Context: an optimization exercise on an open-source flow, tuned for small area and a short achievable clock period. The choices shown serve that exercise and are no tape-out recipe. Where RTL was checked, it was by simulation tests only, not by an equivalence proof against the original.

Setup of run A:
## rsi_top
module rsi_top
(
    input  logic   clk,
    input  logic   reset,
    input  logic [16-1:0] price,
    input  logic   price_valid,
    input  logic   eod,
    output logic   rsi_valid,
    output logic [7-1:0]   rsi,
    output logic   buy,
    output logic   sell
);
Size in the first run: roughly 2,200 cells after synthesis, about 610 flip-flops, about 30 I/O pins, about 27,000 um2 of cells after synthesis.
==> flow/config.mk <==
export PLATFORM = sky130hd
export DESIGN_NAME = rsi_top
export DESIGN_NICKNAME = rsi_top
export VERILOG_FILES = /design/flow/design.v
export SDC_FILE = /design/flow/constraint.sdc
export NUM_CORES = 4
export LEC_CHECK = 0
export CAP_MARGIN = 20
export CORE_MARGIN = 2
export CORE_UTILIZATION = 40
export CTS_CLUSTER_DIAMETER = 120
export CTS_CLUSTER_SIZE = 30
export SETUP_SLACK_MARGIN = 3.2
export SLEW_MARGIN = 20
==> flow/constraint.sdc <==
create_clock -name core_clock -period 6.5 [get_ports {clk}]
set_input_delay 1.3000 -clock core_clock [delete_from_list [all_inputs] [get_ports {clk}]]
set_output_delay 1.3000 -clock core_clock [all_outputs]
set_load 0.01 [all_outputs]
run.sh (not shown) runs the stock make flow with config.mk's settings and CLKGATE_MAP_FILE= SYNTH_SCRIPT=/design/flow/synth_recipe.tcl, a recipe that flattens the netlist after the stock synthesis.
Input-level comparison between run B and run A:
- swapping 3.2 for 2.8 in SETUP_SLACK_MARGIN
[summary]
Setup slack on run B is behind run A. Run B vs run A — total of clock buffers placed in the layout dropped by a few percent. Changes observed in run B relative to run A: non-clock buffer count fell 33, die area about even.
What run C does differently from run B at the input level:
- SETUP_SLACK_MARGIN: 2.8 -> 3.15
- ABC_AREA: unset -> 1
==> comparison <==
A capturing element of the worst setup path of gsum[19] is what run B shows, while d_r[6][12] belongs to run C. Against run B, CTS buffer count in run C rose by a few percent. Delta (run C minus run B): area of placed instances +7.3%, area added between synthesis and finish went down by 0.90 points, met3 track demand over resource comparable. Having completed the whole flow, run C delivered a layout that passed the timing, design-rule and antenna checks. Minimum clock period after layout on run C is ahead of run B. The lower core utilization of the finished layout came out of run C. Overall routed net length up 58% in run C wrt run B. Synthesized area per cell: run C vs run B down 2.1 um2.
### run C -> run D
- changing SETUP_SLACK_MARGIN from 3.15 to 3.0
- removing ABC_AREA (formerly 1)
==> comparison <==
Post-placement cell area: run D vs run C down 6.7%
As of run D, area of combinational cells with multiple inputs had fallen by a little under 10% compared to run C.
Delta (run D minus run C): clock skew dropped 0.0056 ns; wire length saw a decrease; weighted congestion reported at the end of routability-driven placement decreased 0.075; synthesized cell count saw a decrease.

========
rsi_top, a different RTL version from the one above (not shown whole).
Size: roughly 670 flip-flops.
clock: 6.5 ns
lec_check: 0
cap_margin: 20
core_margin: 2
core_utilization: 40
cts_cluster_diameter: 120
cts_cluster_size: 30
setup_slack_margin: 3.3
slew_margin: 20
The first run finished clean.
Then changed:
Settings changed: SETUP_SLACK_MARGIN 3.3 to 3.0.
Routed wire length went down by about 4%.
Via count went down by about 1.8%.
Die area does not change.
No run of this note included a check of the RTL's function; only the layout flow was run.

========
rsi_top, a different RTL version from the one above (not shown whole).
Size: roughly 650 flip-flops, roughly 30 I/O pins.
make LEC_CHECK=0 CAP_MARGIN=20 CORE_MARGIN=2 CORE_UTILIZATION=40 SETUP_SLACK_MARGIN=3.4 SLEW_MARGIN=20 finish   # period 6.5 ns
Change:
SETUP_SLACK_MARGIN = 3.0   (was 3.4)
What happened:
- non-clock buffer count is lower by 82
- flip-flop and latch count does not change
- via count drops by 2.4%
- clock skew decreases by 0.013 ns
- critical path depth is unchanged
- wire length decreases by 4.9%
- maximum frequency shrinks by 4.0%

========
v55:
rsi_top with an RTL version that a note above also has.
Size: roughly 2200 cells after synthesis, roughly 610 flip-flops, about 27000 sq um of cells after synthesis.
export LEC_CHECK = 0
export CAP_MARGIN = 20
export CORE_MARGIN = 2
export CORE_UTILIZATION = 60
export CTS_CLUSTER_DIAMETER = 120
export CTS_CLUSTER_SIZE = 30
export SETUP_SLACK_MARGIN = 3.0
export SLEW_MARGIN = 20
create_clock -name core_clock -period 6.5 [get_ports {clk}]
Every stage of the flow completed for v55, and the final layout passed the timing, design-rule and antenna checks.
> inputs changed (v55 -> v53)
Settings: CORE_UTILIZATION now 40, was 60; ABC_AREA now 1, previously not set.
- Share of the clock period used by the worst path, v53 and v55: higher on v55
- When v53 is set beside v55, its layout cell share with drive strength beyond 1 turns out to be 4.0 points smaller.
- v53 has completed all stages; timing, DRC and antenna checks passed.
The inputs of v21 differ from those of v53 as listed below.
Settings: a change of SETUP_SLACK_MARGIN from 3.0 to 3.3.
==> notes.md <==
Final period demand of the worst path, v21 and v53: higher on v53. Looking at v21 and v53, the cell count is a wash. Lower via count goes to v21 over v53. Changes observed in v21 relative to v53: global-route usage closely matched the old numbers; final area higher; data arrival time of the critical path down 240 ps. Between v21 and v53, count of buffers not belonging to the clock network in the layout is higher for v21, v53 comes in under that. Met2 track demand over resource in global routing: v21 > v53.

==> static timing again, ports no longer ideal <==
The results above use ideal ports. As a check the final layouts listed here were re-extracted and re-timed, cells and wires unchanged. Step 1 (the two cells are an assumption about what drives the block):
set clk [get_ports {clk}]
set_driving_cell -lib_cell sky130_fd_sc_hd__clkbuf_16 $clk
set_driving_cell -lib_cell sky130_fd_sc_hd__buf_2 [delete_from_list [all_inputs] $clk]
Step 2 moves the port delays by t, midway between the first and last clock arrival at a register: inputs arrive t later, outputs are due t later. That takes back most of the time a late clock gives input paths. a / b / c = ideal / step 1 / step 2; a / b = the first two.
run	t, ns	setup slack, ns	hold slack, ns	worst register clock-pin slew, ns	worst data-port slew with drivers (ns)
run A	0.627	3.004 / 3.004 / 2.721	0.332 / 0.332 / 0.332	0.13 / 0.13	0.03
run B	0.633	2.861 / 2.861 / 2.341	0.337 / 0.337 / 0.337	0.12 / 0.12	0.03
run C	0.667	3.386 / 3.386 / 2.819	0.327 / 0.327 / 0.327	0.12 / 0.12	0.05
run D	0.633	3.027 / 3.027 / 2.549	0.337 / 0.337 / 0.337	0.12 / 0.12	0.04
the first run of note 2	0.672	3.215 / 3.215 / 3.215	0.338 / 0.338 / 0.338	0.12 / 0.12	0.03
the second run of note 2	0.669	3.082 / 3.082 / 3.082	0.338 / 0.338 / 0.338	0.12 / 0.12	0.04
the first run of note 3	0.673	3.100 / 3.100 / 2.808	0.312 / 0.312 / 0.312	0.06 / 0.06	0.04
the second run of note 3	0.659	2.958 / 2.958 / 2.457	0.320 / 0.320 / 0.320	0.06 / 0.06	0.03
v55	0.634	2.968 / 2.968 / 2.557	0.332 / 0.332 / 0.332	0.12 / 0.12	0.03
v53	0.679	3.153 / 3.153 / 2.855	0.333 / 0.333 / 0.333	0.12 / 0.12	0.04
v21	0.665	3.380 / 3.380 / 2.818	0.326 / 0.326 / 0.326	0.12 / 0.12	0.05
After both steps setup and hold are still met in every run listed. The setup slack of run C, which loses most, moves by 0.000 ns with the drivers and by -0.567 ns with both steps.
